This design comes from an exercise in tuning for small area on the open sky130 flow, not from production work. Function was checked by simulation only, so behaviour that the tests miss may differ from the original. No activity file was given, so power comes from the tool's default toggle rates.

File: flow/run.sh
#!/bin/bash
# synth_recipe.tcl (not shown) runs the flow's synth.tcl, then flattens the netlist and writes it again
# the make line also repeats each setting of config.mk as NAME=value (left out here)
make -C /OpenROAD-flow-scripts/flow DESIGN_CONFIG=/design/flow/config.mk WORK_HOME=/design/flow/orfs CLKGATE_MAP_FILE= SYNTH_SCRIPT=/design/flow/synth_recipe.tcl finish
File: flow/config.mk
export PLATFORM = sky130hd
export DESIGN_NAME = reg_file_mp
export DESIGN_NICKNAME = reg_file_mp
export VERILOG_FILES = /design/flow/design.v
export SDC_FILE = /design/flow/constraint.sdc
export NUM_CORES = 4
export LEC_CHECK = 0
export CAP_MARGIN = 20
export CORE_MARGIN = 2
export CORE_UTILIZATION = 20
export PLACE_DENSITY = 0.3
export SLEW_MARGIN = 20
export SYNTH_HIERARCHICAL = 1
export SYNTH_MINIMUM_KEEP_SIZE = 0
File: flow/constraint.sdc
create_clock -name core_clock -period 6.0 [get_ports {clk}]
set_input_delay 1.2000 -clock core_clock [delete_from_list [all_inputs] [get_ports {clk}]]
set_output_delay 1.2000 -clock core_clock [all_outputs]
set_load 0.01 [all_outputs]
File: flow/design.v
module reg_file_mp #(
    parameter int N    = 32,
    parameter int NREG = 16,
    parameter int NRD  = 4,
    parameter int NWR  = 4,
    parameter int AW   = 4
) (
    input  logic              clk,
    input  logic              rst,
    input  logic [NRD*AW-1:0] rd_addr,
    output logic [NRD*N-1:0]  rd_data,
    output logic [NRD-1:0]    rd_busy,
    input  logic [NWR-1:0]    wr_en,
    input  logic [NWR*AW-1:0] wr_addr,
    input  logic [NWR*N-1:0]  wr_data,
    input  logic              rsv_en,
    input  logic [AW-1:0]     rsv_addr,
    input  logic              pc_write,
    input  logic [N-1:0]      pc_update,
    output logic [N-1:0]      pc,
    input  logic              cpsr_write,
    input  logic [N-1:0]      cpsr_update,
    output logic [N-1:0]      cpsr
);
    logic [NREG-2:0][N-1:0]   regs;
    logic [N-1:0]             r15;
    logic [NREG-1:0][N-1:0]   cur, nxt;
    logic [NREG-2:0]          valid;
    logic [NREG-1:0]          busy, nxt_busy, hold, vmask;
    logic [NREG-1:0][NWR-1:0] win;
    logic [NRD*AW-1:0]        rd_addr_q;
    logic [NRD-1:0][NREG-1:0] rsel;
    logic [N-1:0]             nxt_cpsr;
    assign cur = {r15, regs};
    always_comb begin
        for (int r = 0; r < NREG; r++) begin
            logic [NWR-1:0] hit;
            logic           p;
            for (int j = 0; j < NWR; j++)
                hit[j] = wr_en[j] && (wr_addr[j*AW +: AW] == AW'(r));
            p = (r == NREG-1) && pc_write;
            for (int j = 0; j < NWR; j++) begin
                win[r][j] = hit[j] && !p;
                for (int k = j + 1; k < NWR; k++)
                    if (hit[k]) win[r][j] = 1'b0;
            end
            hold[r]     = !(|hit) && !p;
            nxt_busy[r] = (busy[r] && hold[r]) || (rsv_en && rsv_addr == AW'(r));
        end
    end
    for (genvar r = 0; r < NREG; r++) begin : g_w
        for (genvar b = 0; b < N; b++) begin : g_b
            if (r == NREG-1) begin : g_pc
                rf_wsel6 u (.q(cur[r][b]), .hold(hold[r]), .w(win[r]), .p(pc_write),
                            .d({wr_data[3*N+b], wr_data[2*N+b], wr_data[N+b], wr_data[b]}),
                            .pd(pc_update[b]), .y(nxt[r][b]));
            end else begin : g_n
                rf_wsel5 u (.q(cur[r][b]), .hold(hold[r]), .w(win[r]),
                            .d({wr_data[3*N+b], wr_data[2*N+b], wr_data[N+b], wr_data[b]}),
                            .y(nxt[r][b]));
            end
        end
    end
    for (genvar b = 0; b < N; b++) begin : g_c
        rf_mux2 u (.s(cpsr_write), .a(cpsr[b]), .b(cpsr_update[b]), .y(nxt_cpsr[b]));
    end
    always_ff @(posedge clk) begin
        regs      <= nxt[NREG-2:0];
        rd_addr_q <= rd_addr;
    end
    always_ff @(posedge clk or posedge rst) begin
        if (rst) begin
            r15   <= '0;
            valid <= '0;
            busy  <= '0;
            cpsr  <= '0;
        end else begin
            r15   <= nxt[NREG-1];
            valid <= valid | ~hold[NREG-2:0];
            busy  <= nxt_busy;
            cpsr  <= nxt_cpsr;
        end
    end
    assign vmask = {1'b1, valid};
    always_comb begin
        for (int i = 0; i < NRD; i++) begin
            for (int r = 0; r < NREG; r++)
                rsel[i][r] = (rd_addr_q[i*AW +: AW] == AW'(r)) && vmask[r];
            rd_busy[i] = busy[rd_addr_q[i*AW +: AW]];
        end
    end
    for (genvar i = 0; i < NRD; i++) begin : g_r
        for (genvar b = 0; b < N; b++) begin : g_b
            logic [NREG-1:0] col;
            for (genvar r = 0; r < NREG; r++) begin : g_c
                assign col[r] = cur[r][b];
            end
            rf_rsel16 u (.s(rsel[i]), .d(col), .y(rd_data[i*N+b]));
        end
    end
    assign pc = r15;
endmodule
module rf_wsel5 (
    input  logic       q,
    input  logic       hold,
    input  logic [3:0] w,
    input  logic [3:0] d,
    output logic       y
);
    assign y = (hold & q) | (w[0] & d[0]) | (w[1] & d[1]) | (w[2] & d[2]) | (w[3] & d[3]);
endmodule
module rf_wsel6 (
    input  logic       q,
    input  logic       hold,
    input  logic [3:0] w,
    input  logic       p,
    input  logic [3:0] d,
    input  logic       pd,
    output logic       y
);
    logic n0, n1;
    rf_ao222n u0 (.a({hold, w[0], w[1]}), .b({q, d[0], d[1]}), .y(n0));
    rf_ao222n u1 (.a({w[2], w[3], p}), .b({d[2], d[3], pd}), .y(n1));
    rf_nand2  u2 (.a(n0), .b(n1), .y(y));
endmodule
module rf_rsel16 (
    input  logic [15:0] s,
    input  logic [15:0] d,
    output logic        y
);
    logic [5:0] n;
    logic       o0, o1;
    for (genvar k = 0; k < 5; k++) begin : g_k
        rf_ao222n u (.a(s[3*k +: 3]), .b(d[3*k +: 3]), .y(n[k]));
    end
    rf_nand2 u5 (.a(s[15]), .b(d[15]), .y(n[5]));
    rf_nand3 u6 (.a(n[2:0]), .y(o0));
    rf_nand3 u7 (.a(n[5:3]), .y(o1));
    rf_or2   u8 (.a(o0), .b(o1), .y(y));
endmodule
module rf_ao222n (
    input  logic [2:0] a,
    input  logic [2:0] b,
    output logic       y
);
    assign y = ~|(a & b);
endmodule
module rf_nand2 (
    input  logic a,
    input  logic b,
    output logic y
);
    assign y = ~(a & b);
endmodule
module rf_nand3 (
    input  logic [2:0] a,
    output logic       y
);
    assign y = ~&a;
endmodule
module rf_or2 (
    input  logic a,
    input  logic b,
    output logic y
);
    assign y = a | b;
endmodule
module rf_mux2 (
    input  logic s,
    input  logic a,
    input  logic b,
    output logic y
);
    assign y = s ? b : a;
endmodule
==> out/qor.yml, run 1 <==
outcome:
  status: "finished clean"
die:
  fp.dieArea_um2: 180000
  die_y_um: 424.3
  start_util_pct: 20.10
  core.rowCount: 154
  io_pins: 433
  coreArea_um2: 175700
  fp.dieW_um: 424.3
power:
  switching_share_pct: 37.55
  switching_power_mw: 5.976
  power.leakage_nw: 17.02
  p_seq_share_pct: 38.9
  ir_drop_mv: 0.2143
  clock_power_share_pct: 34.1
  p_per_area_nw_per_um2: 338.5
  p_total_mw: 15.91
  comb_power_share_pct: 27.0
  internal_power_mw: 9.938
timing:
  min_period_ns: 5.518
  hold_violations: 0
  timing.final.max_slew_violations: 0
  final.setup.tns_ns: 0
  clock.fmax_mhz: 181.2
  finalSetupViolCount: 0
  finClkSkew_ns: 0
  period_share_pct: 91.97
  layout_setup_ws_ns: 0.4818
  rsz0062_at_grt: "false"
  timing.hold.ws_ns: 0.5048
  max_slew_margin_pct: 13.51
  worst_slew_pin_slew_ns: 1.297
worst_setup_path:
  start_kind: "flop"
  startpoint: "rd_addr_q[0]$_DFF_P_"
  critPathMaxStageDelay_ns: 0.92
  crit_type: "reg -> out"
  crit_arrival_ns: 4.32
  rr_startpoint: "r15[21]$_DFF_PP0_"
  cp_slowest_cell: "a222oi_1"
  path_cells: "nor2b_1, and4_2, a222oi_1, nand3_1, or2_1, clkdlybuf4s50_1"
  worst_setup_path_end_kind: "primary output"
  worstPathRequired_ns: 4.80
  cp_max_fo: 19
place:
  gp_congestion: 0.8770
  hpwl_um: 191100
  post-place-ws_ns: 1.247
  portBuffers: 432
final_layout:
  drive_gt1_share_pct: 11.01
  utilization_pct: 26.75
  fillCellCount: 18780
  area_growth_pct: 33.07
  nets: 4556
global_routing:
  busiest_layer: "met2"
  grt_pass1_vias: 47650
  grtUsageMet1_pct: 46.08
  grt_max_degree: 65
  antenna_found_initial: 28
  grt_usage_pct: 37.35
  gr-usage-met2_pct: 55.15
  grt_pass1_wl_um: 459700
  use_met3_pct: 12.47
  grt-ovfl-total: 0
logic_synthesis:
  synth.yosys.seq_area_share_pct: 34.84
  syn_area_um2: 35330
  ys.flop_type: "dfxtp_1"
  ys_types: 44
  synth_compound_gate_area_share_pct: 44.71
  synth-simple-area-share_pct: 16.92
  yosysWarnings: 7
  synth_fa_ha_area_share_pct: 0
  synth-edff-count: 0
  ys_ff_latch: 591
  synth_top_family_by_area: "compound AO/OA/AOI/OAI gates"
  syn_inst: 3702
  syn_area_per_cell_um2: 9.542
  synthMuxAreaShare_pct: 2.437
  async_flop_share_pct: 16.07
  post_synth_xor_area_fraction_pct: 0
  synth_nets: 3939
cts:
  post_cts_buffers: 0
  hold_buffers: 0
  cts-resized-gates: 0
  clock_path_buffers: 3
  clock_sinks: 591
  cts_buffers: 86
  htreeDepth: 3
  cts_tree: "built"
  clk_pin_slew_worst_paths_ns: 0.06
  clkLatencyLatePin_ns: 0.72
  cts_root_buffer: "clkbuf_16"
routing:
  dr.pass1.iters: 19
  wirelength_um: 354700
  viasPerCell: 7.493
  wire_per_inst_um: 52.61
  drt_iter0_drc: 14100
  via_count: 50520
  drc: 0
  ant_nets: 0
worst_hold_path:
  min_path_type: "reg -> reg"
  hp-start: "cpsr[28]$_DFF_PP0_"
flow_run:
  maxCapViolations: 0
==> registers in the layout (all words and copies together) (netlist names) <==
name,cells
r15,32
busy,16
valid,15
rd_addr_q,16
cpsr,32
regs,480
==> Yosys stat by module, one instance, submodules excluded, excerpt <==
module       area (µm²)  times used
rf_ao222n         10.01         704
rf_mux2           15.01          32
reg_file_mp       14910           1
rf_or2            6.256         128
rf_nand3          5.005         256
rf_nand2          3.754         160
rf_wsel5          21.27         480
==> placed cells by master, fill, tap and decap left out, types with 25 or more instances in the layout <==
cell type           n
dfrtp_1            95
a22oi_1           484
clkbuf_8           25
clkdlybuf4s50_1   430
a222oi_1         1184
dfxtp_1           496
buf_4             148
and3_2             30
nand3_1           261
or2_1             129
mux2_4             32
nand2_1           652
nor3_2             41
clkbuf_1           27
clkbuf_16          89
nor2_1             32
and3_4             28
==> logic make-up (layout without fill, tap and decap cells) <==
group,after synthesis,in the layout
flip-flops,591,591
AND/OR/NAND/NOR,1291,1291
other,0,16
multiplexers,50,50
AO/OA/AOI/OAI,1708,1708
buffers and inverters,62,747
==> per-stage QoR <==
stage / area [µm²] / cells
CTS: 46970 / 6727
finish: 47010 / 6743
global route: 46970 / 6728
floorplan: 35330 / 3702
global placement: 44120 / 6571
detailed placement: 44120 / 6571
==> worst max-delay path: cells and delay by family, from the launching register on <==
kind | cells | cell delay (ns)
AO/OA/AOI/OAI | 1 | 0.92
buffers and inverters | 1 | 0.52
flip-flops | 1 | 0.64
AND/OR/NAND/NOR | 4 | 1.44
==> power groups by stage <==
stage               Sequential, mW  Clock, mW  Combinational (mW)
floorplan                     5.72          0                2.10
global placement              6.19          0                4.18
detailed placement            6.18          0                4.18
CTS                           6.10       5.47                4.19
global route                  6.28       5.60                4.47
finish                        6.19       5.43                4.30
==> synthesized netlist by cell type, types with 15 or more instances <==
cell type     n  area [µm²]
nand2b_1     20       125.1
nand3_1     261        1306
a222oi_1   1184       11850
o22ai_1      16       100.1
nor2b_1      21       131.4
and3_1       58       362.9
mux4_2       16       360.4
nand2_1     652        2447
nor2_1       53       198.9
dfxtp_1     496        9930
or2_1       129       807.0
buf_4        34       255.2
clkbuf_1     15       56.30
mux2_4       32       480.5
a22oi_1     484        3633
dfrtp_1      95        2377
nor3_1       47       235.2
==> worst paths after layout <==
| path | end | slack, ns | depth (start not counted) |
|---|---|---|---|
| max in group asynchronous | r15[23]$_DFF_PP0_ | 3.84 | 3 |
| min in group asynchronous | valid[7]$_DFF_PP0_ | 0.98 | 2 |
| max reg2reg | r15[21]$_DFF_PP0_ | 4.79 | 2 |
| min reg2reg | cpsr[28]$_DFF_PP0_ | 0.50 | 1 |
| min | cpsr[28]$_DFF_PP0_ | 0.50 | 1 |
| max | rd_data[21] | 0.48 | 6 |
==> layer usage <==
layer  vias to the layer above  routed length, µm
li1                      18780                  -
met1                     25700             134400
met2                      4738             149900
met4                        14              26360
met3                      1294              44020
met5                         -                 94
==> layout make-up <==
cell class | instances | area, µm² | area share, %
sequential | 591 | 12310 | 26.18
inverter | 4 | 20.02 | 0.04259
antenna | 16 | 40.04 | 0.08517
multi-input combinational | 3049 | 23300 | 49.56
clock inverter | 15 | 176.4 | 0.3753
tap | 2340 | 2928 | 6.228
clock buffer | 141 | 2673 | 5.685
timing repair buffer | 587 | 5565 | 11.84
==> inputs of run 2 (changes only) <==
--- a/flow/design.v
+++ b/flow/design.v
@@ -63,5 +63,3 @@
     end
-    for (genvar b = 0; b < N; b++) begin : g_c
-        rf_mux2 u (.s(cpsr_write), .a(cpsr[b]), .b(cpsr_update[b]), .y(nxt_cpsr[b]));
-    end
+    assign nxt_cpsr = cpsr_write ? cpsr_update : cpsr;
     always_ff @(posedge clk) begin
@@ -131,3 +129,3 @@
     logic [5:0] n;
-    logic       o0, o1;
+    logic       o0;
     for (genvar k = 0; k < 5; k++) begin : g_k
@@ -136,5 +134,4 @@
     rf_nand2 u5 (.a(s[15]), .b(d[15]), .y(n[5]));
-    rf_nand3 u6 (.a(n[2:0]), .y(o0));
-    rf_nand3 u7 (.a(n[5:3]), .y(o1));
-    rf_or2   u8 (.a(o0), .b(o1), .y(y));
+    rf_and3  u6 (.a(n[2:0]), .y(o0));
+    rf_nand4 u7 (.a({o0, n[5:3]}), .y(y));
 endmodule
@@ -154,4 +151,10 @@
 endmodule
-module rf_nand3 (
+module rf_and3 (
     input  logic [2:0] a,
+    output logic       y
+);
+    assign y = &a;
+endmodule
+module rf_nand4 (
+    input  logic [3:0] a,
     output logic       y
@@ -160,16 +163 @@
 endmodule
-module rf_or2 (
-    input  logic a,
-    input  logic b,
-    output logic y
-);
-    assign y = a | b;
-endmodule
-module rf_mux2 (
-    input  logic s,
-    input  logic a,
-    input  logic b,
-    output logic y
-);
-    assign y = s ? b : a;
-endmodule
==> flow/flow/run.sh (new file) <==
#!/bin/bash
# The standard layout, with the smallest buffer on the ports instead of the
# delay cell buffer_ports would pick by default.
set -o pipefail
export BUFFER_PORTS_ARGS="-buffer_cell sky130_fd_sc_hd__buf_1"
bash standard.sh > standard.log 2>&1
==> flow/standard.sh (new file) <==
#!/bin/bash
# synth_recipe.tcl (not shown) runs the flow's synth.tcl, then flattens the netlist and writes it again
# the make line also repeats each setting of config.mk as NAME=value (left out here)
make -C /OpenROAD-flow-scripts/flow DESIGN_CONFIG=/design/flow/config.mk WORK_HOME=/design/flow/orfs CLKGATE_MAP_FILE= SYNTH_SCRIPT=/design/flow/synth_recipe.tcl "${@:-finish}"
--- a/flow/config.mk
+++ b/flow/config.mk
@@ -9,4 +9,7 @@
 export CORE_MARGIN = 2
-export CORE_UTILIZATION = 20
-export PLACE_DENSITY = 0.3
+export CORE_UTILIZATION = 25
+export CTS_BUF_LIST = sky130_fd_sc_hd__clkbuf_4 sky130_fd_sc_hd__clkbuf_8
+export CTS_CLUSTER_DIAMETER = 60
+export CTS_CLUSTER_SIZE = 16
+export PLACE_DENSITY = 0.35
 export SLEW_MARGIN = 20
removed: flow/run.sh
==> run 2 against run 1 <==
Effect of this change: die area fell by 21%; critical path type unchanged; total power decreased by 9.0%; design area decreased by 9.6%; critical endpoint is now rd_data[122]; sequential power barely moved; clock power is 14% lower; clock skew is the same.
==> out/qor.yml, run 2 <==
global_routing:
  antenna_found_initial: 26  # -7.1%
  grt_max_degree: 52  # -20%
  grt-ovfl-total: 0  # unchanged
  grt_pass1_wl_um: 411000  # -11%
  grt_pass1_vias: 45890  # -3.7%
  grt_usage_pct: 41.57  # +4.2 points
die:
  coreArea_um2: 137700  # -22%
  fp.dieArea_um2: 141900  # -21%
  fp.dieW_um: 376.7  # -11%
  die_y_um: 376.7  # -11%
  io_pins: 433  # unchanged
  start_util_pct: 25.23  # +5.1 points
  core.rowCount: 136  # -12%
cts:
  clock_sinks: 591  # unchanged
  cts-resized-gates: 0  # unchanged
  htreeDepth: 3  # unchanged
  hold_buffers: 0  # unchanged
  post_cts_buffers: 0  # unchanged
  clkLatencyLatePin_ns: 0.86  # +0.14 ns
  clk_pin_slew_worst_paths_ns: 0.09  # +0.03 ns
  cts_buffers: 98  # +14%
  cts_root_buffer: "clkbuf_8"
  clock_path_buffers: 3  # unchanged
  cts_tree: "built"
power:
  p_per_area_nw_per_um2: 340.8  # +0.66%
  ir_drop_mv: 0.1509  # -30%
  power.leakage_nw: 14.45  # -15%
final_layout:
  top_regs: "regs x480, cpsr x32, r15 x32"
  nets: 4447  # -2.4%
  largest_reg_flops: 480  # unchanged
  multi_input_area_um2: 22600  # -3.0%
  layout_commonest_cell: "a222oi_1"
  ff_latch_area_um2: 12310  # unchanged
  drive_gt1_share_pct: 12.50  # +1.5 points
  area_growth_pct: 22.33
  final_cell_mix: "a222oi_1, nand2_1, dfxtp_1"
  finalNonFillerCells: 6108  # -9.4%
  max_flop_register: "regs"
  fillCellCount: 14540  # -23%
logic_synthesis:
  synth_common_cells: "a222oi_1, nand2_1, dfxtp_1"
  ys_ff_latch: 591  # unchanged
  synth.yosys.seq_area_share_pct: 35.44  # +0.60 points
  yosysWarnings: 7  # unchanged
  ys.flop_type: "dfxtp_1"
  async_flop_share_pct: 16.07  # unchanged
  synth-edff-count: 0  # unchanged
  synth_nets: 3814  # -3.2%
  syn_area_per_cell_um2: 9.708  # +1.7%
  synth.top_cell.area_share_pct: 34.13  # +0.58 points
  syn_area_um2: 34730  # -1.7%
  ys_top_cells_by_area: "a222oi_1, dfxtp_1, a22oi_1, nand2_1, dfrtp_1"
  yosysMostFrequentCell: "a222oi_1"
  synth_top_area_cell: "a222oi_1"
  ys_types: 48  # +9.1%
  syn_inst: 3577  # -3.4%
timing:
  finalSetupViolCount: 0  # unchanged
  period_share_pct: 87.01  # -5.0 points
  min_period_ns: 5.221  # -0.2977 ns
  final.setup.tns_ns: 0  # unchanged
  clock.fmax_mhz: 191.6  # +5.7%
  finClkSkew_ns: 0  # unchanged
  worst_slew_pin_slew_ns: 1.339  # +0.04202 ns
  max_slew_margin_pct: 10.71  # -2.8 points
  hold_violations: 0  # unchanged
  timing.final.max_slew_violations: 0  # unchanged
  rsz0062_at_grt: "false"
routing:
  dr.pass1.iters: 19  # unchanged
  via_count: 49940  # -1.2%
  wire_per_inst_um: 51.07  # -2.9%
  wirelength_um: 311900  # -12%
  viasPerCell: 8.176  # +9.1%
  drt_iter0_drc: 14440  # +2.4%
  drc: 0  # unchanged
  ant_nets: 0  # unchanged
place:
  hpwl_um: 177200  # -7.3%
  gp_congestion: 0.9365  # +6.8%
  portBuffers: 432  # unchanged
  dp_cells: 5904  # -10%
worst_hold_path:
  min_path_type: "in -> reg"
worst_setup_path:
  cp_slowest_cell: "and3_2"
  start_kind: "flop"
  worstPathRequired_ns: 4.80  # about the same
  worst-path-buf-inv: 2  # +1
  crit_type: "reg -> out"
  critPathMaxStageDelay_ns: 1.06  # +0.14 ns
  path_cells: "nor2b_1, and3_2, buf_4, a222oi_1, and3_1, nand4_1, buf_1"
  crit_arrival_ns: 4.02  # -0.30 ns
  crit_family: "simple AND/OR/NAND/NOR gates"
  cp_max_fo: 22  # +3
  worst_setup_path_end_kind: "primary output"
flow_run:
  maxCapViolations: 0  # unchanged
outcome:
  status: "finished clean"
## run 2: cell count changes in the layout (fill, tap and decap cells not counted), moves of 18 or more
| cell | previous run | this run |
|---|---|---|
| nand4_1 | 0 | 128 |
| clkbuf_1 | 27 | 0 |
| and3_2 | 30 | 57 |
| mux2_4 | 32 | 0 |
| clkbuf_16 | 89 | 0 |
| and3_1 | 0 | 128 |
| clkdlybuf4s50_1 | 430 | 0 |
| and3_4 | 28 | 1 |
| or2_1 | 129 | 2 |
| nand3_1 | 261 | 5 |
| clkinvlp_4 | 0 | 18 |
| mux2_2 | 0 | 21 |
| clkbuf_8 | 25 | 110 |
| buf_1 | 0 | 430 |
## run 2: kinds of logic (layout without fill, tap and decap cells)
logic type / Yosys count / in the layout / share of synthesized area, %
compound gates: 1708 / 1708 / 45.49
buf+inv: 66 / 785 / 1.146
flops: 591 / 591 / 35.44
mux: 49 / 49 / 2.104
other cells: 0 / 18 / 0
simple gates: 1163 / 1163 / 15.82
## run 2: path summary, 6_finish.rpt
path                                       start               endpoint  slack [ns]  cells after the start
hold reg to reg             cpsr[31]$_DFFE_PP0P_   cpsr[31]$_DFFE_PP0P_        0.49                      1
min in group asynchronous                    rst   cpsr[11]$_DFFE_PP0P_        0.44                      2
hold / removal                       rd_addr[15]  rd_addr_q[15]$_DFF_P_        0.43                      1
max in group asynchronous                    rst       r15[4]$_DFF_PP0_        4.53                      3
setup reg to reg               r15[10]$_DFF_PP0_      r15[10]$_DFF_PP0_        4.87                      2
setup / recovery           rd_addr_q[13]$_DFF_P_           rd_data[122]        0.78                      7
## run 2: per-module statistics from Yosys (local to each module, per instance), excerpt
module / flops+latches / cells inside / area, µm² / copies in the design
rf_nand2: 0 / 1 / 3.754 / 160
rf_and3: 0 / 1 / 6.256 / 128
rf_wsel5: 0 / 3 / 21.27 / 480
rf_nand4: 0 / 1 / 6.256 / 128
rf_ao222n: 0 / 1 / 10.01 / 704
reg_file_mp: 591 / 1017 / 15270 / 1
## run 2: stage by stage
step           power [mW]  hold slack, ns  util [%]  cell area (µm²)  setup slack (ns)
6_report            14.48          0.4257     30.86            42480            0.7795
5_1_grt             14.88          0.4088     30.84            42450            0.8152
4_1_cts             14.26          0.3871     30.82            42430            0.9995
3_5_place_dp        9.634          0.4728     29.07            40020             1.921
3_3_place_gp        9.643          0.4695     29.07            40020             1.881
2_1_floorplan       7.759          0.4682         -            34730            0.8890
## run 2: layer usage
metal  up-vias  GRT usage [%]  part of all wire [%]
met3      1284          16.77                    14
met2      5012          59.30                    41
met5         -         0.6518                 0.045
met4        22          24.66                   7.2
met1     25070          52.14                    38
li1      18550              -                     -
## run 2: power by group
part	total (mW)	switching, mW	internal [mW]
Combinational	3.63	2.20	1.43
Sequential	6.16	1.32	4.84
Clock	4.69	2.23	2.46
Total	14.5	5.76	8.72
## run 2: cell type report
type / count / area share [%]
sequential: 591 / 28.97
tap: 1794 / 5.284
multi-input combinational: 2920 / 53.19
antenna: 18 / 0.1060
clock buffer: 121 / 3.758
timing repair buffer: 595 / 6.733
clock inverter: 65 / 1.912
inverter: 4 / 0.04713
==> inputs of run 3 (changes only) <==
--- a/flow/config.mk
+++ b/flow/config.mk
@@ -8,8 +8,11 @@
 export CAP_MARGIN = 20
+export CELL_PAD_IN_SITES_DETAIL_PLACEMENT = 1
+export CELL_PAD_IN_SITES_GLOBAL_PLACEMENT = 2
 export CORE_MARGIN = 2
-export CORE_UTILIZATION = 25
-export CTS_BUF_LIST = sky130_fd_sc_hd__clkbuf_4 sky130_fd_sc_hd__clkbuf_8
-export CTS_CLUSTER_DIAMETER = 60
-export CTS_CLUSTER_SIZE = 16
-export PLACE_DENSITY = 0.35
+export CORE_UTILIZATION = 20
+export CTS_BUF_LIST = sky130_fd_sc_hd__clkbuf_4
+export CTS_CLUSTER_DIAMETER = 50
+export CTS_CLUSTER_SIZE = 12
+export GPL_ROUTABILITY_DRIVEN = 1
+export PLACE_DENSITY = 0.3
 export SLEW_MARGIN = 20
==> run 3 against run 2 <==
Effect of this change: fmax down 6.3%; clock power is 8.3% lower; synthesized area is the same; critical path depth stayed put; global-route usage shrank 1.9 points; die area is 25% higher; worst hold slack got worse by 0.28 ns; flip-flop and latch count did not move; clock-buffer cell count grew 39.
==> out/qor.yml, run 3 <==
outcome:
  status: "finished clean"
logic_synthesis:
  synth.top_cell.area_share_pct: 34.13  # unchanged
  ys_types: 48  # unchanged
  yosysWarnings: 7  # unchanged
  synth.yosys.seq_area_share_pct: 35.44  # unchanged
  synth_top_area_cell: "a222oi_1"
  async_flop_share_pct: 16.07  # unchanged
  synth-edff-count: 0  # unchanged
  synth_common_cells: "a222oi_1, nand2_1, dfxtp_1"
  syn_area_per_cell_um2: 9.708  # unchanged
  ys.flop_type: "dfxtp_1"
  ys_ff_latch: 591  # unchanged
  syn_area_um2: 34730  # unchanged
  yosysMostFrequentCell: "a222oi_1"
  synth_nets: 3814  # unchanged
  syn_inst: 3577  # unchanged
  ys_top_cells_by_area: "a222oi_1, dfxtp_1, a22oi_1, nand2_1, dfrtp_1"
final_layout:
  top_regs: "regs x480, cpsr x32, r15 x32"
  largest_reg_flops: 480  # unchanged
  design_area_um2: 43070  # +1.4%
  finalNonFillerCells: 6690  # +9.5%
  drive_gt1_share_pct: 13.09  # +0.59 points
  nets: 4480  # +0.74%
  layout_commonest_cell: "a222oi_1"
  max_flop_register: "regs"
  final_cell_mix: "a222oi_1, nand2_1, dfxtp_1"
  area_growth_pct: 24.04
worst_setup_path:
  crit_type: "reg -> out"
  r2r_cells: 2  # unchanged
  rr_startpoint: "r15[0]$_DFF_PP0_"
  cp_max_fo: 24  # +9.1%
  worstPathRequired_ns: 4.80  # about the same
  r2r_end: "r15[0]$_DFF_PP0_"
  crit_arrival_ns: 4.37  # +0.35 ns
  worst_setup_path_end_kind: "primary output"
  start_kind: "flop"
  r2r_slack_ns: 4.69  # -0.18 ns
place:
  hpwl_um: 202900  # +15%
  dpl_cell_area_um2: 40790  # +1.9%
  gp_congestion: 0.8789  # -6.2%
  portBuffers: 432  # unchanged
  dp_cells: 6403  # +8.5%
timing:
  max_slew_margin_pct: 15.34  # +4.6 points
  worst_slew_pin_slew_ns: 1.270  # -0.06948 ns
  period_share_pct: 92.86  # +5.8 points
  timing.final.max_slew_violations: 0  # unchanged
  min_period_ns: 5.572  # +0.3510 ns
  hold_violations: 0  # unchanged
  finalSetupViolCount: 0  # unchanged
  final.setup.tns_ns: 0  # unchanged
  clock.fmax_mhz: 179.5  # -6.3%
  finClkSkew_ns: 0  # unchanged
  timing.hold.ws_ns: 0.1422  # -0.2836 ns
  rsz0062_at_grt: "false"
cts:
  clkLatencyLatePin_ns: 1.22  # +0.36 ns
  post_cts_buffers: 0  # unchanged
  hold_buffers: 12  # +12
  clk_pin_slew_worst_paths_ns: 0.12  # +0.03 ns
  clock_path_buffers: 3  # unchanged
  cts_root_buffer: "clkbuf_4"
  cts-resized-gates: 0  # unchanged
  htreeDepth: 4  # +1
  cts_tree: "built"
  cts_buffers: 135  # +38%
  clock_sinks: 591  # unchanged
worst_hold_path:
  hp-start: "rd_addr[13]"
  min_path_type: "in -> reg"
  holdPathStages: 1  # unchanged
  min_to: "rd_addr_q[13]$_DFF_P_"
routing:
  ant_nets: 0  # unchanged
  wire_per_inst_um: 54.59  # +6.9%
  viasPerCell: 7.647  # -6.5%
  wirelength_um: 365200  # +17%
  via_count: 51160  # +2.4%
  drt_iter0_drc: 13270  # -8.1%
  drc: 0  # unchanged
  dr.pass1.iters: 15  # -4
global_routing:
  antenna_found_initial: 26  # unchanged
  grt_pass1_wl_um: 474400  # +15%
  grt_pass1_vias: 49420  # +7.7%
  grt_usage_pct: 39.62  # -1.9 points
  grt_max_degree: 46  # -12%
  grt-ovfl-total: 0  # unchanged
flow_run:
  maxCapViolations: 0  # unchanged
die:
  fp.dieW_um: 420.7  # +12%
  io_pins: 433  # unchanged
  fp.dieArea_um2: 177000  # +25%
  coreArea_um2: 172100  # +25%
  die_y_um: 420.7  # +12%
  start_util_pct: 20.18  # -5.0 points
  core.rowCount: 152  # +12%
power:
  power.leakage_nw: 14.33  # -0.79%
  p_per_area_nw_per_um2: 330.0  # -3.2%
  p_total_mw: 14.22  # -1.8%
  ir_drop_mv: 0.2090  # +38%
==> run 3: modules after synthesis, one instance, submodules excluded, a selection <==
module,copies in the design,cells inside
reg_file_mp,1,1017
rf_and3,128,1
rf_ao222n,704,1
rf_nand2,160,1
rf_nand4,128,1
rf_wsel5,480,3
==> run 3: cells by family (layout without fill, tap and decap cells) <==
group	count (synthesis)	in the layout	synth area share [%]
AO/OA/AOI/OAI	1708	1708	45.49
buffers and inverters	66	844	1.146
flip-flops	591	591	35.44
multiplexers	49	49	2.104
other	0	25	0
AND/OR/NAND/NOR	1163	1163	15.82
==> run 3: metal layers <==
layer | global-route usage [%] | up-vias | wire length (µm)
met3 | 12.08 | 1252 | 42540
met1 | 47.83 | 26500 | 137300
met4 | 27.88 | 8 | 27660
met2 | 59.73 | 4716 | 157600
met5 | 0 | - | 59
li1 | - | 18680 | -
==> run 3: area by class of cell <==
| type | instances | area, µm² |
|---|---|---|
| inverters | 4 | 20.02 |
| clock buffers | 160 | 1201 |
| flip-flops and latches | 591 | 12310 |
| fillers | 19970 | 129000 |
| repair buffers | 591 | 2904 |
| multi-input cells | 2920 | 22800 |
| well taps | 2310 | 2890 |
| clock inverters | 89 | 884.6 |
| diodes | 25 | 62.56 |
==> run 3: stage by stage <==
stage                     worst slack, ns  util (%)
after floorplan                    0.8890         -
after global placement              1.995     23.65
after detailed placement            1.949     23.70
after CTS                          0.5315     24.98
after global routing               0.4323     25.01
final                              0.4285     25.03
==> run 3: worst max-delay path by stage <==
stage / startpoint / to / cells past startpoint
2_1_floorplan: rd_addr_q[1]$_DFF_P_ / rd_data[0] / 6
3_3_place_gp: rd_addr_q[3]$_DFF_P_ / rd_data[12] / 7
3_5_place_dp: rd_addr_q[0]$_DFF_P_ / rd_data[17] / 6
4_1_cts: rd_addr_q[0]$_DFF_P_ / rd_data[17] / 6
5_1_grt: rd_addr_q[3]$_DFF_P_ / rd_data[4] / 7
6_report: rd_addr_q[3]$_DFF_P_ / rd_data[4] / 7
==> run 3: power breakdown <==
part | internal (mW) | total [mW] | switching (mW)
combinational | 1.44 | 3.80 | 2.36
clock | 2.03 | 4.30 | 2.27
sequential | 4.84 | 6.12 | 1.28
total | 8.30 | 14.2 | 5.91
==> run 3: critical path, stage by stage, from the launching register on <==
cell and delay [ns]:
dfxtp_1 0.62, nor2b_1 0.38, and3_4 0.71, buf_4 0.41, a222oi_1 0.14, and3_1 0.34, nand4_1 0.17, buf_1 0.17
==> inputs of run 4 (changes only) <==
==> flow/flow/run.sh (replaced) <==
#!/bin/bash
# The standard layout (standard.sh) with two changes made through ORFS's own variables:
# - the ports get the smallest buffer, sky130_fd_sc_hd__buf_1, instead of buffer_ports' default;
# - clock tree synthesis uses clkbuf_4 in sink clusters of up to 8 and inserts no dummy loads.
set -o pipefail
export BUFFER_PORTS_ARGS="-buffer_cell sky130_fd_sc_hd__buf_1"
export CTS_ARGS="-sink_clustering_enable -repair_clock_nets -dont_use_dummy_load -buf_list sky130_fd_sc_hd__clkbuf_4 -sink_clustering_size 8 -sink_clustering_max_diameter 40"
bash standard.sh > standard.log 2>&1
--- a/flow/config.mk
+++ b/flow/config.mk
@@ -13,4 +13,4 @@
 export CTS_BUF_LIST = sky130_fd_sc_hd__clkbuf_4
-export CTS_CLUSTER_DIAMETER = 50
-export CTS_CLUSTER_SIZE = 12
+export CTS_CLUSTER_DIAMETER = 40
+export CTS_CLUSTER_SIZE = 8
 export GPL_ROUTABILITY_DRIVEN = 1
==> run 4 against run 3 <==
Effect of this change: first-iteration DRC count grew 7.6%; clock skew is the same; critical endpoint unchanged; fmax grew 1.3%; non-clock buffer count shrank 3; sequential share of layout area grew 0.57 points; cell count shrank 1.3%; sequential power is essentially flat.
==> out/qor.yml, run 4 <==
die:
  core.rowCount: 152  # unchanged
  coreArea_um2: 172100  # unchanged
  io_pins: 433  # unchanged
  fp.dieArea_um2: 177000  # unchanged
  start_util_pct: 20.18  # unchanged
  fp.dieW_um: 420.7  # unchanged
  die_y_um: 420.7  # unchanged
final_layout:
  top_regs: "regs x480, cpsr x32, r15 x32"
  largest_reg_flops: 480  # unchanged
  layout_commonest_cell: "a222oi_1"
  final_cell_mix: "a222oi_1, nand2_1, dfxtp_1"
  drive_gt1_share_pct: 11.98  # -1.1 points
  ff_latch_area_um2: 12310  # unchanged
  design_area_um2: 42230  # -2.0%
  area_growth_pct: 21.61
  max_flop_register: "regs"
  fillCellCount: 20010  # +0.20%
  finalNonFillerCells: 6605  # -1.3%
  utilization_pct: 24.54  # -0.49 points
  nets: 4514  # +0.76%
  multi_input_area_um2: 22800  # about the same
place:
  dp_cells: 6403  # unchanged
  gp_congestion: 0.8789  # unchanged
  dpl_cell_area_um2: 40790  # unchanged
  hpwl_um: 202900  # unchanged
  portBuffers: 432  # unchanged
  post-place-ws_ns: 1.949  # unchanged
routing:
  wirelength_um: 365900  # +0.19%
  drc: 0  # unchanged
  ant_nets: 0  # unchanged
  via_count: 51360  # +0.39%
  dr.pass1.iters: 15  # unchanged
  wire_per_inst_um: 55.40  # +1.5%
  viasPerCell: 7.776  # +1.7%
  drt_iter0_drc: 14280  # +7.6%
worst_setup_path:
  crit_type: "reg -> out"
  worst_setup_path_end_kind: "primary output"
  crit_arrival_ns: 4.30  # -0.07 ns
  cp_max_fo: 23  # -4.2%
  worstPathRequired_ns: 4.80  # about the same
  start_kind: "flop"
logic_synthesis:
  syn_area_per_cell_um2: 9.708  # unchanged
  syn_area_um2: 34730  # unchanged
  ys_types: 48  # unchanged
  ys_top_cells_by_area: "a222oi_1, dfxtp_1, a22oi_1, nand2_1, dfrtp_1"
  yosysMostFrequentCell: "a222oi_1"
  synth.top_cell.area_share_pct: 34.13  # unchanged
  yosysWarnings: 7  # unchanged
  syn_inst: 3577  # unchanged
  ys.flop_type: "dfxtp_1"
  synth_top_area_cell: "a222oi_1"
  async_flop_share_pct: 16.07  # unchanged
  synth_nets: 3814  # unchanged
  ys_ff_latch: 591  # unchanged
  synth.yosys.seq_area_share_pct: 35.44  # unchanged
  synth_common_cells: "a222oi_1, nand2_1, dfxtp_1"
  synth-edff-count: 0  # unchanged
global_routing:
  grt_usage_pct: 39.65  # about the same
  grt_pass1_wl_um: 474900  # +0.11%
  antenna_found_initial: 34  # +31%
  grt_max_degree: 46  # unchanged
  grt_pass1_vias: 49680  # +0.53%
  grt-ovfl-total: 0  # unchanged
timing:
  clock.fmax_mhz: 181.7  # +1.3%
  timing.hold.ws_ns: 0.1030  # -0.03920 ns
  period_share_pct: 91.70  # -1.2 points
  finalSetupViolCount: 0  # unchanged
  layout_setup_ws_ns: 0.4979  # +0.06944 ns
  finClkSkew_ns: 0  # unchanged
  min_period_ns: 5.502  # -0.06944 ns
  timing.final.max_slew_violations: 0  # unchanged
  hold_violations: 0  # unchanged
  worst_slew_pin_slew_ns: 1.255  # -0.01504 ns
  rsz0062_at_grt: "false"
  max_slew_margin_pct: 16.34  # +1.0 points
  final.setup.tns_ns: 0  # unchanged
cts:
  htreeDepth: 4  # unchanged
  clock_sinks: 591  # unchanged
  clkLatencyLatePin_ns: 1.23  # about the same
  clock_path_buffers: 3  # unchanged
  cts-resized-gates: 0  # unchanged
  clk_pin_slew_worst_paths_ns: 0.07  # -0.05 ns
  cts_buffers: 172  # +27%
  cts_root_buffer: "clkbuf_4"
  cts_tree: "built"
worst_hold_path:
  min_path_type: "in -> reg"
outcome:
  status: "finished clean"
power:
  p_per_area_nw_per_um2: 311.9  # -5.5%
  p_total_mw: 13.17  # -7.3%
  ir_drop_mv: 0.2132  # +2.0%
  power.leakage_nw: 13.95  # -2.7%
flow_run:
  maxCapViolations: 0  # unchanged
## run 4: cell counts after synthesis
No cell type changed its count.
## run 4: Yosys stat by module, one instance, submodules excluded, excerpt
module / times used / cell area (µm²)
reg_file_mp: 1 / 15270
rf_and3: 128 / 6.256
rf_ao222n: 704 / 10.01
rf_nand2: 160 / 3.754
rf_nand4: 128 / 6.256
rf_wsel5: 480 / 21.27
## run 4: repair_timing
item                                   CTS  global route
hold buffers                            10             0
setup buffers                            0             0
endpoints found under the hold margin   48             0
## run 4: kinds of logic (layout without fill, tap and decap cells)
group / after synthesis / after routing / share of synthesized area [%]
compound gates: 1708 / 1708 / 45.49
flops: 591 / 591 / 35.44
buf+inv: 66 / 764 / 1.146
other cells: 0 / 20 / 0
mux: 49 / 49 / 2.104
simple gates: 1163 / 1163 / 15.82
## run 4: cell type report
| cell class | instances | area share [%] |
|---|---|---|
| well taps | 2310 | 6.844 |
| diodes | 20 | 0.1185 |
| multi-input cells | 2920 | 53.99 |
| repair buffers | 588 | 6.805 |
| clock buffers | 172 | 3.057 |
| flip-flops and latches | 591 | 29.14 |
| inverters | 4 | 0.04740 |
## run 4: worst max-delay path, cell delays in order (launching register included)
cell      delay (ns)
dfxtp_1         0.60
nor2b_1         0.37
and3_4          0.82
buf_4           0.40
a222oi_1        0.15
and3_1          0.34
nand4_1         0.16
buf_1           0.17
## run 4: worst paths after layout
kind	start	endpoint	slack [ns]	cells past startpoint
max	rd_addr_q[3]$_DFF_P_	rd_data[4]	0.50	7
min	rd_addr[11]	rd_addr_q[11]$_DFF_P_	0.10	1
max reg2reg	r15[24]$_DFF_PP0_	r15[24]$_DFF_PP0_	4.70	2
min reg2reg	cpsr[3]$_DFFE_PP0P_	cpsr[3]$_DFFE_PP0P_	0.49	1
max in group asynchronous	rst	r15[27]$_DFF_PP0_	4.32	4
min in group asynchronous	rst	valid[2]$_DFF_PP0_	0.56	3
## run 4: per-layer routing
layer,part of all wire [%],track usage (%),vias up
met5,0.036,0,-
met4,7.7,28.10,20
met3,12,11.37,1317
met2,43,59.79,4816
met1,37,48.24,26570
li1,-,-,18630
## run 4: power breakdown
part / switching (mW) / internal, mW / total, mW
registers: 1.28 / 4.84 / 6.13
clock network: 1.97 / 1.29 / 3.25
logic: 2.36 / 1.44 / 3.79
total: 5.61 / 7.56 / 13.2
==> inputs of run 5 (changes only) <==
--- a/flow/config.mk
+++ b/flow/config.mk
@@ -7,3 +7,3 @@
 export LEC_CHECK = 0
-export CAP_MARGIN = 20
+export CAP_MARGIN = 10
 export CELL_PAD_IN_SITES_DETAIL_PLACEMENT = 1
@@ -11,3 +11,3 @@
 export CORE_MARGIN = 2
-export CORE_UTILIZATION = 20
+export CORE_UTILIZATION = 30
 export CTS_BUF_LIST = sky130_fd_sc_hd__clkbuf_4
@@ -16,4 +16,4 @@
 export GPL_ROUTABILITY_DRIVEN = 1
-export PLACE_DENSITY = 0.3
-export SLEW_MARGIN = 20
+export PLACE_DENSITY = 0.4
+export SLEW_MARGIN = 10
 export SYNTH_HIERARCHICAL = 1
==> run 5 against run 4 <==
Effect of this change: worst hold slack improved by 0.045 ns; clock-buffer cell count shrank 27; clock power is 11% lower; die area down 33%; flip-flop and latch count did not move; highest routed layer unchanged.
==> out/qor.yml, run 5 <==
cts:
  clock_path_buffers: 3  # unchanged
  hold_buffers: 0  # -10
  cts_tree: "built"
  clkLatencyLatePin_ns: 1.17  # -0.06 ns
  post_cts_buffers: 0  # unchanged
  clk_pin_slew_worst_paths_ns: 0.09  # +0.02 ns
  htreeDepth: 4  # unchanged
  clock_sinks: 591  # unchanged
  cts_buffers: 145  # -16%
  cts-resized-gates: 0  # unchanged
  cts_root_buffer: "clkbuf_4"
final_layout:
  design_area_um2: 40900  # -3.2%
  nets: 4506  # -0.18%
  max_flop_register: "regs"
  utilization_pct: 35.72  # +11 points
  final_cell_mix: "a222oi_1, nand2_1, dfxtp_1"
  top_regs: "regs x480, cpsr x32, r15 x32"
  drive_gt1_share_pct: 11.91  # -0.071 points
  fillCellCount: 13230  # -34%
  largest_reg_flops: 480  # unchanged
  area_growth_pct: 17.77
  layout_commonest_cell: "a222oi_1"
  finalNonFillerCells: 5801  # -12%
place:
  dp_cells: 5634  # -12%
  portBuffers: 432  # unchanged
  dpl_cell_area_um2: 39750  # -2.5%
  gp_congestion: 0.9995  # +14%
  hpwl_um: 179500  # -12%
worst_setup_path:
  cp_max_fo: 22  # -4.3%
  worstPathRequired_ns: 4.80  # about the same
  crit_arrival_ns: 4.42  # +0.12 ns
  path_cells: "nor2b_1, and3_2, buf_4, a222oi_1, and3_1, nand4_1, buf_1"
  rr_startpoint: "r15[19]$_DFF_PP0_"
  r2r_end: "r15[19]$_DFF_PP0_"
  r2r_cells: 2  # unchanged
  start_kind: "flop"
  r2r_slack_ns: 4.67  # -0.03 ns
  worst_setup_path_end_kind: "primary output"
  crit_type: "reg -> out"
  cp_slowest_cell: "and3_2"
  critPathMaxStageDelay_ns: 1.06  # +0.24 ns
die:
  die_y_um: 344.2  # -18%
  start_util_pct: 30.33  # +10 points
  coreArea_um2: 114500  # -33%
  core.rowCount: 124  # -18%
  fp.dieArea_um2: 118500  # -33%
  io_pins: 433  # unchanged
  fp.dieW_um: 344.2  # -18%
routing:
  viasPerCell: 8.973  # +15%
  drt_iter0_drc: 14270  # -0.077%
  dr.pass1.iters: 22  # +7
  via_count: 52050  # +1.4%
  drc: 0  # unchanged
  wirelength_um: 313300  # -14%
  ant_nets: 0  # unchanged
  wire_per_inst_um: 54.00  # -2.5%
timing:
  hold_violations: 0  # unchanged
  period_share_pct: 93.61  # +1.9 points
  clock.fmax_mhz: 178.0  # -2.0%
  rsz0062_at_grt: "false"
  max_slew_margin_pct: 8.506  # -7.8 points
  finalSetupViolCount: 0  # unchanged
  finClkSkew_ns: 0  # unchanged
  final.setup.tns_ns: 0  # unchanged
  timing.final.max_slew_violations: 0  # unchanged
  worst_slew_pin_slew_ns: 1.369  # +0.1143 ns
  timing.hold.ws_ns: 0.1481  # +0.04519 ns
  min_period_ns: 5.617  # +0.1145 ns
logic_synthesis:
  syn_inst: 3577  # unchanged
  async_flop_share_pct: 16.07  # unchanged
  yosysMostFrequentCell: "a222oi_1"
  synth-edff-count: 0  # unchanged
  synth.yosys.seq_area_share_pct: 35.44  # unchanged
  synth.top_cell.area_share_pct: 34.13  # unchanged
  ys.flop_type: "dfxtp_1"
  ys_types: 48  # unchanged
  ys_top_cells_by_area: "a222oi_1, dfxtp_1, a22oi_1, nand2_1, dfrtp_1"
  synth_common_cells: "a222oi_1, nand2_1, dfxtp_1"
  ys_ff_latch: 591  # unchanged
  yosysWarnings: 7  # unchanged
  syn_area_um2: 34730  # unchanged
  syn_area_per_cell_um2: 9.708  # unchanged
  synth_top_area_cell: "a222oi_1"
  synth_nets: 3814  # unchanged
flow_run:
  maxCapViolations: 0  # unchanged
worst_hold_path:
  hp-start: "rd_addr[13]"
  min_to: "rd_addr_q[13]$_DFF_P_"
  min_path_type: "in -> reg"
  holdPathStages: 1  # unchanged
outcome:
  status: "finished clean"
power:
  switching_share_pct: 42.49  # -0.088 points
  p_per_area_nw_per_um2: 313.0  # +0.35%
  ir_drop_mv: 0.1792  # -16%
  switching_power_mw: 5.439  # -3.0%
  comb_power_share_pct: 28.8  # about the same
  clock_power_share_pct: 22.6  # -2.1 points
  p_seq_share_pct: 48.6  # +2.1 points
  internal_power_mw: 7.362  # -2.7%
  power.leakage_nw: 13.98  # +0.24%
global_routing:
  grt_pass1_vias: 50520  # +1.7%
  grt_max_degree: 68  # +48%
  grt-ovfl-total: 0  # unchanged
  antenna_found_initial: 17  # -50%
  grt_usage_pct: 50.63  # +11 points
  grt_pass1_wl_um: 419500  # -12%
[run 5: cell families (layout without fill, tap and decap cells)]
logic type,Yosys count,after routing,share of synthesized area [%]
and+or+nand+nor,1163,1163,15.82
buffers and inverters,66,756,1.146
other,0,22,0
AOI/OAI and AO/OA,1708,1708,45.49
DFF,591,591,35.44
muxes,49,49,2.104
[run 5: power by group through the flow]
stage          Clock, mW  Combinational [mW]  Sequential (mW)
2_1_floorplan          0                2.04             5.71
6_report            2.89                3.69             6.22
5_1_grt             3.04                3.82             6.30
3_5_place_dp           0                3.51             6.20
4_1_cts             2.89                3.52             6.11
3_3_place_gp           0                3.41             6.12
[run 5: metrics by stage]
stage | power [mW] | worst slack, ns
finish | 12.80 | 0.3834
global route | 13.17 | 0.4798
CTS | 12.52 | 0.6672
detailed placement | 9.706 | 1.853
global placement | 9.523 | 1.893
floorplan | 7.759 | 0.8890
[run 5: worst max path at each step]
| stage | from | endpoint | slack, ns |
|---|---|---|---|
| after floorplan | rd_addr_q[1]$_DFF_P_ | rd_data[0] | 0.89 |
| after global placement | wr_addr[13] | regs[399]$_DFF_P_ | 1.89 |
| after detailed placement | wr_addr[13] | regs[476]$_DFF_P_ | 1.85 |
| after CTS | rd_addr_q[3]$_DFF_P_ | rd_data[14] | 0.67 |
| after global routing | rd_addr_q[3]$_DFF_P_ | rd_data[22] | 0.48 |
| final | rd_addr_q[3]$_DFF_P_ | rd_data[22] | 0.38 |
[run 5: Yosys stat by module, one instance, submodules excluded, excerpt]
module / flip-flops and latches / copies in the design / cells / area, µm²
reg_file_mp: 591 / 1 / 1017 / 15270
rf_and3: 0 / 128 / 1 / 6.256
rf_ao222n: 0 / 704 / 1 / 10.01
rf_nand2: 0 / 160 / 1 / 3.754
rf_nand4: 0 / 128 / 1 / 6.256
rf_wsel5: 0 / 480 / 3 / 21.27
[run 5: critical path: cells and delay by family (launching register included)]
| family | cells | cell delay [ns] |
|---|---|---|
| DFF | 1 | 0.56 |
| buffers and inverters | 2 | 0.62 |
| AOI/OAI and AO/OA | 1 | 0.12 |
| and+or+nand+nor | 4 | 1.94 |
[run 5: cell type report]
type | count | area [µm²] | area share [%]
multi-input combinational | 2920 | 22590 | 55.22
sequential | 591 | 12310 | 30.09
timing repair buffer | 607 | 2950 | 7.214
tap | 1512 | 1892 | 4.626
clock buffer | 145 | 1089 | 2.662
antenna | 22 | 55.05 | 0.1346
inverter | 4 | 20.02 | 0.04895
[run 5: metal layers]
layer  track usage, %  wire length, µm  part of all wire [%]
met2            70.57           124800                    40
met4            39.15            29330                   9.4
met3            24.65            52990                    17
met5           0.3606              173                 0.055
met1            59.05           105900                    34
==> inputs of run 6 (changes only) <==
--- a/flow/config.mk
+++ b/flow/config.mk
@@ -11,3 +11,3 @@
 export CORE_MARGIN = 2
-export CORE_UTILIZATION = 30
+export CORE_UTILIZATION = 25
 export CTS_BUF_LIST = sky130_fd_sc_hd__clkbuf_4
@@ -16,3 +16,3 @@
 export GPL_ROUTABILITY_DRIVEN = 1
-export PLACE_DENSITY = 0.4
+export PLACE_DENSITY = 0.35
 export SLEW_MARGIN = 10
==> run 6 against run 5 <==
Effect of this change: still clean; die area grew 20%; register-to-register slack gained 0.15 ns; sequential share of layout area shrank 0.20 points; cell count increased by 4.2%; global-route usage down 5.9 points; first-iteration DRC count fell by 1.3%; utilization down 5.8 points; largest cell class unchanged; highest routed layer unchanged.
==> out/qor.yml, run 6 <==
logic_synthesis:
  ys_types: 48  # unchanged
  synth_common_cells: "a222oi_1, nand2_1, dfxtp_1"
  yosysWarnings: 7  # unchanged
  synth_compound_gate_area_share_pct: 45.49  # unchanged
  synth.yosys.seq_area_share_pct: 35.44  # unchanged
  ys.flop_type: "dfxtp_1"
  syn_inst: 3577  # unchanged
  synth-simple-area-share_pct: 15.82  # unchanged
  synth-edff-count: 0  # unchanged
  yosysMostFrequentCell: "a222oi_1"
  synth_top_area_cell: "a222oi_1"
  ys_top_cells_by_area: "a222oi_1, dfxtp_1, a22oi_1, nand2_1, dfrtp_1"
  post_synth_xor_area_fraction_pct: 0  # unchanged
  synthMuxAreaShare_pct: 2.104  # unchanged
  synth_nets: 3814  # unchanged
  ys_ff_latch: 591  # unchanged
  async_flop_share_pct: 16.07  # unchanged
  synth.top_cell.area_share_pct: 34.13  # unchanged
  syn_area_um2: 34730  # unchanged
  synth_top_family_by_area: "compound AO/OA/AOI/OAI gates"
  synth_fa_ha_area_share_pct: 0  # unchanged
  syn_area_per_cell_um2: 9.708  # unchanged
final_layout:
  nets: 4469  # -0.82%
  largest_reg_flops: 480  # unchanged
  layout_commonest_cell: "a222oi_1"
  top_regs: "regs x480, cpsr x32, r15 x32"
  finalNonFillerCells: 6045  # +4.2%
  drive_gt1_share_pct: 11.09  # -0.82 points
  max_flop_register: "regs"
  final_cell_mix: "a222oi_1, nand2_1, dfxtp_1"
  design_area_um2: 41170  # +0.65%
  area_growth_pct: 18.54
  fillCellCount: 15920  # +20%
timing:
  min_period_ns: 5.452  # -0.1642 ns
  timing.hold.ws_ns: 0.08526  # -0.06288 ns
  final.setup.tns_ns: 0  # unchanged
  max_slew_margin_pct: 10.40  # +1.9 points
  finClkSkew_ns: 0  # unchanged
  clock.fmax_mhz: 183.4  # +3.0%
  hold_violations: 0  # unchanged
  period_share_pct: 90.87  # -2.7 points
  timing.final.max_slew_violations: 0  # unchanged
  finalSetupViolCount: 0  # unchanged
  layout_setup_ws_ns: 0.5476  # +0.1642 ns
  worst_slew_pin_slew_ns: 1.344  # -0.02518 ns
  rsz0062_at_grt: "false"
global_routing:
  antenna_found_initial: 24  # +7
  grt_max_degree: 63  # -7.4%
  grt-ovfl-total: 0  # unchanged
  grt_usage_pct: 44.72  # -5.9 points
  grt_pass1_vias: 49780  # -1.5%
  grt_pass1_wl_um: 439800  # +4.8%
cts:
  post_cts_buffers: 0  # unchanged
  cts-resized-gates: 0  # unchanged
  cts_buffers: 161  # +11%
  cts_root_buffer: "clkbuf_4"
  clock_path_buffers: 3  # unchanged
  cts_tree: "built"
  htreeDepth: 4  # unchanged
  clock_sinks: 591  # unchanged
  clk_pin_slew_worst_paths_ns: 0.09  # about the same
  clkLatencyLatePin_ns: 1.21  # +0.04 ns
power:
  comb_power_share_pct: 28.7  # about the same
  p_per_area_nw_per_um2: 313.7  # +0.22%
  power.leakage_nw: 13.72  # -1.8%
  clock_power_share_pct: 23.9  # +1.3 points
  switching_power_mw: 5.441  # about the same
  ir_drop_mv: 0.1790  # -0.12%
  switching_share_pct: 42.14  # -0.35 points
  internal_power_mw: 7.472  # +1.5%
  p_seq_share_pct: 47.3  # -1.3 points
routing:
  drt_iter0_drc: 14080  # -1.3%
  ant_nets: 0  # unchanged
  dr.pass1.iters: 15  # -32%
  wirelength_um: 333700  # +6.5%
  viasPerCell: 8.575  # -4.4%
  via_count: 51840  # -0.41%
  drc: 0  # unchanged
  wire_per_inst_um: 55.20  # +2.2%
worst_setup_path:
  worstPathRequired_ns: 4.80  # about the same
  cp_max_fo: 22  # unchanged
  worst_setup_path_end_kind: "primary output"
  crit_arrival_ns: 4.25  # -0.17 ns
  start_kind: "flop"
  crit_type: "reg -> out"
die:
  fp.dieArea_um2: 141900  # +20%
  fp.dieW_um: 376.7  # +9.4%
  start_util_pct: 25.23  # -5.1 points
  core.rowCount: 136  # +9.7%
  coreArea_um2: 137700  # +20%
  io_pins: 433  # unchanged
  die_y_um: 376.7  # +9.4%
place:
  dpl_cell_area_um2: 39880  # +0.33%
  post-place-ws_ns: 1.912  # +0.05905 ns
  portBuffers: 432  # unchanged
  gp_congestion: 0.9019  # -9.8%
  dp_cells: 5861  # +4.0%
  hpwl_um: 173700  # -3.3%
worst_hold_path:
  min_path_type: "in -> reg"
outcome:
  status: "finished clean"
flow_run:
  maxCapViolations: 0  # unchanged
run 6: cell counts after synthesis:
No cell type changed its count.
run 6: kinds of logic (layout without fill, tap and decap cells):
kind of cell,count (synthesis),after routing
AOI/OAI and AO/OA,1708,1708
muxes,49,49
and+or+nand+nor,1163,1163
DFF,591,591
other,0,21
buffers and inverters,66,719
run 6: area by class of cell:
type                            count  area (µm²)  share of cell area [%]
Multi-Input combinational cell   2920       22760                   55.30
Sequential cell                   591       12310                   29.90
Timing Repair Buffer              554        2570                   6.243
Tap cell                         1794        2245                   5.453
Clock buffer                      161        1209                   2.936
Antenna cell                       21       52.55                  0.1277
Inverter                            4       20.02                 0.04863
run 6: power by group through the flow:
stage	Sequential, mW	Clock [mW]	Combinational (mW)
2_1_floorplan	5.71	0	2.04
3_3_place_gp	6.02	0	3.46
3_5_place_dp	6.11	0	3.56
4_1_cts	6.02	3.12	3.57
5_1_grt	6.22	3.28	3.85
6_report	6.11	3.09	3.71
run 6: per-layer routing:
layer	vias to the layer above	share of wire, %	global-route usage [%]
li1	18540	-	-
met1	26260	36	53.96
met2	5444	41	65.31
met3	1579	14	16.85
met4	16	8.0	31.00
met5	-	0.048	0.4460
run 6: path summary, 6_finish.rpt:
kind / from / endpoint / slack, ns / depth (start not counted)
worst max-delay path: rd_addr_q[0]$_DFF_P_ / rd_data[6] / 0.55 / 7
worst min-delay path: rd_addr[2] / rd_addr_q[2]$_DFF_P_ / 0.09 / 1
worst max register to register: r15[0]$_DFF_PP0_ / r15[0]$_DFF_PP0_ / 4.82 / 2
worst min register to register: cpsr[6]$_DFFE_PP0P_ / cpsr[6]$_DFFE_PP0P_ / 0.49 / 1
max in group asynchronous: rst / r15[26]$_DFF_PP0_ / 4.59 / 3
min in group asynchronous: rst / r15[1]$_DFF_PP0_ / 0.16 / 2
run 6: Yosys stat by module, one instance, submodules excluded, a selection:
| module | area [µm²] | cells |
|---|---|---|
| reg_file_mp | 15270 | 1017 |
| rf_wsel5 | 21.27 | 3 |
| rf_ao222n | 10.01 | 1 |
| rf_and3 | 6.256 | 1 |
| rf_nand4 | 6.256 | 1 |
| rf_nand2 | 3.754 | 1 |
run 6: per-stage QoR:
| stage | power [mW] | utilization (%) |
|---|---|---|
| 5_1_grt | 13.35 | 29.88 |
| 2_1_floorplan | 7.759 | - |
| 6_report | 12.91 | 29.90 |
| 3_5_place_dp | 9.667 | 28.97 |
| 4_1_cts | 12.71 | 29.87 |
| 3_3_place_gp | 9.487 | 28.97 |
run 6: what timing repair did:
action / CTS / global route
setup endpoints to repair: 0 / 0
hold buffers: 2 / 0
hold endpoints to repair: 2 / 0
run 6: critical path: stages, from the launching register on:
cell,delay (ns)
dfxtp_1,0.66
nor2_1,0.17
and3_2,0.43
buf_4,0.35
a222oi_1,0.71
and3_1,0.34
nand4_1,0.13
buf_1,0.17
==> inputs of run 7 (changes only) <==
==> flow/flow/run.sh (replaced) <==
#!/bin/bash
# The standard layout (standard.sh) with two changes made through ORFS's own variables:
# - the ports get the smallest buffer, sky130_fd_sc_hd__buf_1, instead of buffer_ports' default;
# - clock tree synthesis uses clkbuf_4 in sink clusters of up to 10 and inserts no dummy loads.
set -o pipefail
export BUFFER_PORTS_ARGS="-buffer_cell sky130_fd_sc_hd__buf_1"
export CTS_ARGS="-sink_clustering_enable -repair_clock_nets -dont_use_dummy_load -buf_list sky130_fd_sc_hd__clkbuf_4 -sink_clustering_size 10 -sink_clustering_max_diameter 50"
bash standard.sh > standard.log 2>&1
--- a/flow/config.mk
+++ b/flow/config.mk
@@ -13,4 +13,4 @@
 export CTS_BUF_LIST = sky130_fd_sc_hd__clkbuf_4
-export CTS_CLUSTER_DIAMETER = 40
-export CTS_CLUSTER_SIZE = 8
+export CTS_CLUSTER_DIAMETER = 50
+export CTS_CLUSTER_SIZE = 10
 export GPL_ROUTABILITY_DRIVEN = 1
==> run 7 against run 6 <==
Effect of this change: still clean on timing, DRC and antenna; sequential power about the same; setup slack worse by 0.053 ns; non-clock buffer count down 2; die area unchanged; utilization down 0.19 points; clock-buffer cell count down 30; routed wire length about the same; combinational power about the same; flip-flop and latch count unchanged; total power down 1.9%; largest cell class unchanged; largest power group unchanged.
==> out/qor.yml, run 7 <==
final_layout:
  finalNonFillerCells: 6006  # -0.65%
  top_regs: "regs x480, cpsr x32, r15 x32"
  nets: 4437  # -0.72%
  largest_reg_flops: 480  # unchanged
  layout_commonest_cell: "a222oi_1"
  area_growth_pct: 17.78
  final_cell_mix: "a222oi_1, nand2_1, dfxtp_1"
  drive_gt1_share_pct: 10.46  # -0.63 points
  max_flop_register: "regs"
power:
  switching_share_pct: 42.76  # +0.62 points
  clock_power_share_pct: 22.5  # -1.4 points
  p_per_area_nw_per_um2: 309.9  # -1.2%
  internal_power_mw: 7.255  # -2.9%
  comb_power_share_pct: 29.2  # +0.5 points
  switching_power_mw: 5.420  # -0.40%
  ir_drop_mv: 0.1551  # -13%
  p_seq_share_pct: 48.2  # +0.9 points
  power.leakage_nw: 13.58  # -1.1%
logic_synthesis:
  yosysMostFrequentCell: "a222oi_1"
  ys_types: 48  # unchanged
  ys_ff_latch: 591  # unchanged
  synth.yosys.seq_area_share_pct: 35.44  # unchanged
  syn_area_per_cell_um2: 9.708  # unchanged
  synth_common_cells: "a222oi_1, nand2_1, dfxtp_1"
  ys.flop_type: "dfxtp_1"
  ys_top_cells_by_area: "a222oi_1, dfxtp_1, a22oi_1, nand2_1, dfrtp_1"
  synth_top_area_cell: "a222oi_1"
  synth_nets: 3814  # unchanged
  syn_area_um2: 34730  # unchanged
  synth-edff-count: 0  # unchanged
  async_flop_share_pct: 16.07  # unchanged
  synth.top_cell.area_share_pct: 34.13  # unchanged
  yosysWarnings: 7  # unchanged
  syn_inst: 3577  # unchanged
cts:
  cts-resized-gates: 0  # unchanged
  htreeDepth: 4  # unchanged
  clock_path_buffers: 3  # unchanged
  clk_pin_slew_worst_paths_ns: 0.11  # +0.02 ns
  post_cts_buffers: 0  # unchanged
  cts_root_buffer: "clkbuf_4"
  clock_sinks: 591  # unchanged
  cts_tree: "built"
  hold_buffers: 0  # -2
  cts_buffers: 131  # -19%
  clkLatencyLatePin_ns: 1.21  # about the same
timing:
  clock.fmax_mhz: 181.6  # -0.97%
  final.setup.tns_ns: 0  # unchanged
  timing.final.max_slew_violations: 0  # unchanged
  finClkSkew_ns: 0  # unchanged
  period_share_pct: 91.76  # +0.89 points
  hold_violations: 0  # unchanged
  layout_setup_ws_ns: 0.4944  # -0.05319 ns
  max_slew_margin_pct: 9.468  # -0.93 points
  timing.hold.ws_ns: 0.07277  # -0.01249 ns
  worst_slew_pin_slew_ns: 1.358  # +0.01400 ns
  finalSetupViolCount: 0  # unchanged
  min_period_ns: 5.506  # +0.05319 ns
  rsz0062_at_grt: "false"
place:
  portBuffers: 432  # unchanged
  hpwl_um: 173700  # unchanged
  dp_cells: 5861  # unchanged
  gp_congestion: 0.9019  # unchanged
  post-place-ws_ns: 1.912  # unchanged
die:
  core.rowCount: 136  # unchanged
  fp.dieW_um: 376.7  # unchanged
  fp.dieArea_um2: 141900  # unchanged
  io_pins: 433  # unchanged
  coreArea_um2: 137700  # unchanged
  die_y_um: 376.7  # unchanged
  start_util_pct: 25.23  # unchanged
routing:
  via_count: 51410  # -0.82%
  wirelength_um: 333800  # about the same
  drt_iter0_drc: 14670  # +4.2%
  ant_nets: 0  # unchanged
  dr.pass1.iters: 17  # +2
  viasPerCell: 8.560  # -0.18%
  wire_per_inst_um: 55.58  # +0.70%
  drc: 0  # unchanged
global_routing:
  grt-ovfl-total: 0  # unchanged
  grt_pass1_wl_um: 439800  # about the same
  grt_max_degree: 63  # unchanged
  antenna_found_initial: 28  # +17%
  grt_pass1_vias: 49600  # -0.36%
  grt_usage_pct: 44.72  # about the same
worst_setup_path:
  start_kind: "flop"
  crit_type: "reg -> out"
  worst_setup_path_end_kind: "primary output"
  crit_family: "simple AND/OR/NAND/NOR gates"
  path_cells: "nor2_1, and3_2, buf_4, a222oi_1, and3_1, nand4_1, buf_1"
  crit_arrival_ns: 4.31  # +0.06 ns
  critPathMaxStageDelay_ns: 0.70  # about the same
  worst-path-buf-inv: 2  # unchanged
  cp_slowest_cell: "a222oi_1"
  worstPathRequired_ns: 4.80  # about the same
  cp_max_fo: 22  # unchanged
outcome:
  status: "finished clean"
worst_hold_path:
  min_path_type: "in -> reg"
flow_run:
  maxCapViolations: 0  # unchanged
run 7: kinds of logic (layout without fill, tap and decap cells):
kind of cell,Yosys count,count (layout),synth area share [%]
flip-flops,591,591,35.44
AND/OR/NAND/NOR,1163,1163,15.82
multiplexers,49,49,2.104
AO/OA/AOI/OAI,1708,1708,45.49
other,0,14,0
buffers and inverters,66,687,1.146
run 7: per-stage QoR:
step	util [%]	total power, mW	area (µm²)
4_1_cts	29.69	12.47	40870
2_1_floorplan	-	7.759	34730
3_5_place_dp	28.97	9.667	39880
3_3_place_gp	28.97	9.487	39880
5_1_grt	29.70	13.09	40880
6_report	29.71	12.67	40900
run 7: worst paths after layout:
kind	start	to	slack, ns	depth (start not counted)
setup / recovery	rd_addr_q[0]$_DFF_P_	rd_data[6]	0.49	7
hold / removal	rd_addr[9]	rd_addr_q[9]$_DFF_P_	0.07	1
setup reg to reg	r15[0]$_DFF_PP0_	r15[0]$_DFF_PP0_	4.84	2
hold reg to reg	cpsr[2]$_DFFE_PP0P_	cpsr[2]$_DFFE_PP0P_	0.50	1
max in group asynchronous	rst	r15[22]$_DFF_PP0_	4.60	3
min in group asynchronous	rst	r15[15]$_DFF_PP0_	0.16	2
run 7: power by group through the flow:
stage / Sequential, mW / Combinational [mW] / Clock (mW)
after CTS: 6.02 / 3.57 / 2.88
final: 6.11 / 3.71 / 2.85
after global routing: 6.22 / 3.85 / 3.03
after floorplan: 5.71 / 2.04 / 0
after detailed placement: 6.11 / 3.56 / 0
after global placement: 6.02 / 3.46 / 0
run 7: layout make-up:
type	count	area [µm²]
Fill cell	15900	96760
Multi-Input combinational cell	2920	22760
Sequential cell	591	12310
Timing Repair Buffer	552	2550
Tap cell	1794	2245
Clock buffer	131	983.4
Antenna cell	14	35.03
Inverter	4	20.02
run 7: Yosys stat by module (local to each module, per instance), excerpt:
module	cells	flops+latches
rf_nand2	1	0
rf_ao222n	1	0
rf_and3	1	0
reg_file_mp	1017	591
rf_wsel5	3	0
rf_nand4	1	0
run 7: worst reg2reg max path, cell delays in order, from the launching register on:
cell,delay (ns)
dfrtp_1,0.59
a222oi_1,0.37
nand2_1,0.09
run 7: per-layer routing:
layer  global-route usage (%)  wire (µm)
met5                   0.4117        284
met4                    29.80      26680
met3                    16.57      47860
met2                    65.40     137700
met1                    54.52     121300

## what the ideal ports hide
Ports are ideal in the flow. The routed layouts listed here were re-timed in OpenROAD.
Step 1 sets driving cells, clkbuf_16 on the clock port and buf_2 on the other inputs (assumed; they add their load-dependent delay and slew).
Step 2 adds t to the input delays and takes it off the output delays; t is the mean of the earliest and latest rising clock arrival at the registers after step 1. Input paths then give back, and output paths get back, about the clock's delay inside the block.
Slacks: no drivers / after step 1 / after step 2; pairs: no drivers / after step 1.
run | shift t [ns] | slack for setup (ns) | pins driven straight from the clock port
run 1 | 0.793 | 0.482 / 0.398 / 1.192 | 1
run 2 | 0.922 | 0.779 / 0.699 / 1.622 | 1
run 3 | 1.294 | 0.428 / 0.350 / 1.644 | 1
run 4 | 1.369 | 0.498 / 0.421 / 1.682 | 1
run 5 | 1.230 | 0.383 / 0.308 / 1.538 | 1
run 6 | 1.265 | 0.548 / 0.461 / 1.727 | 1
run 7 | 1.245 | 0.494 / 0.413 / 1.658 | 1
After both steps setup and hold are still met in every run listed.
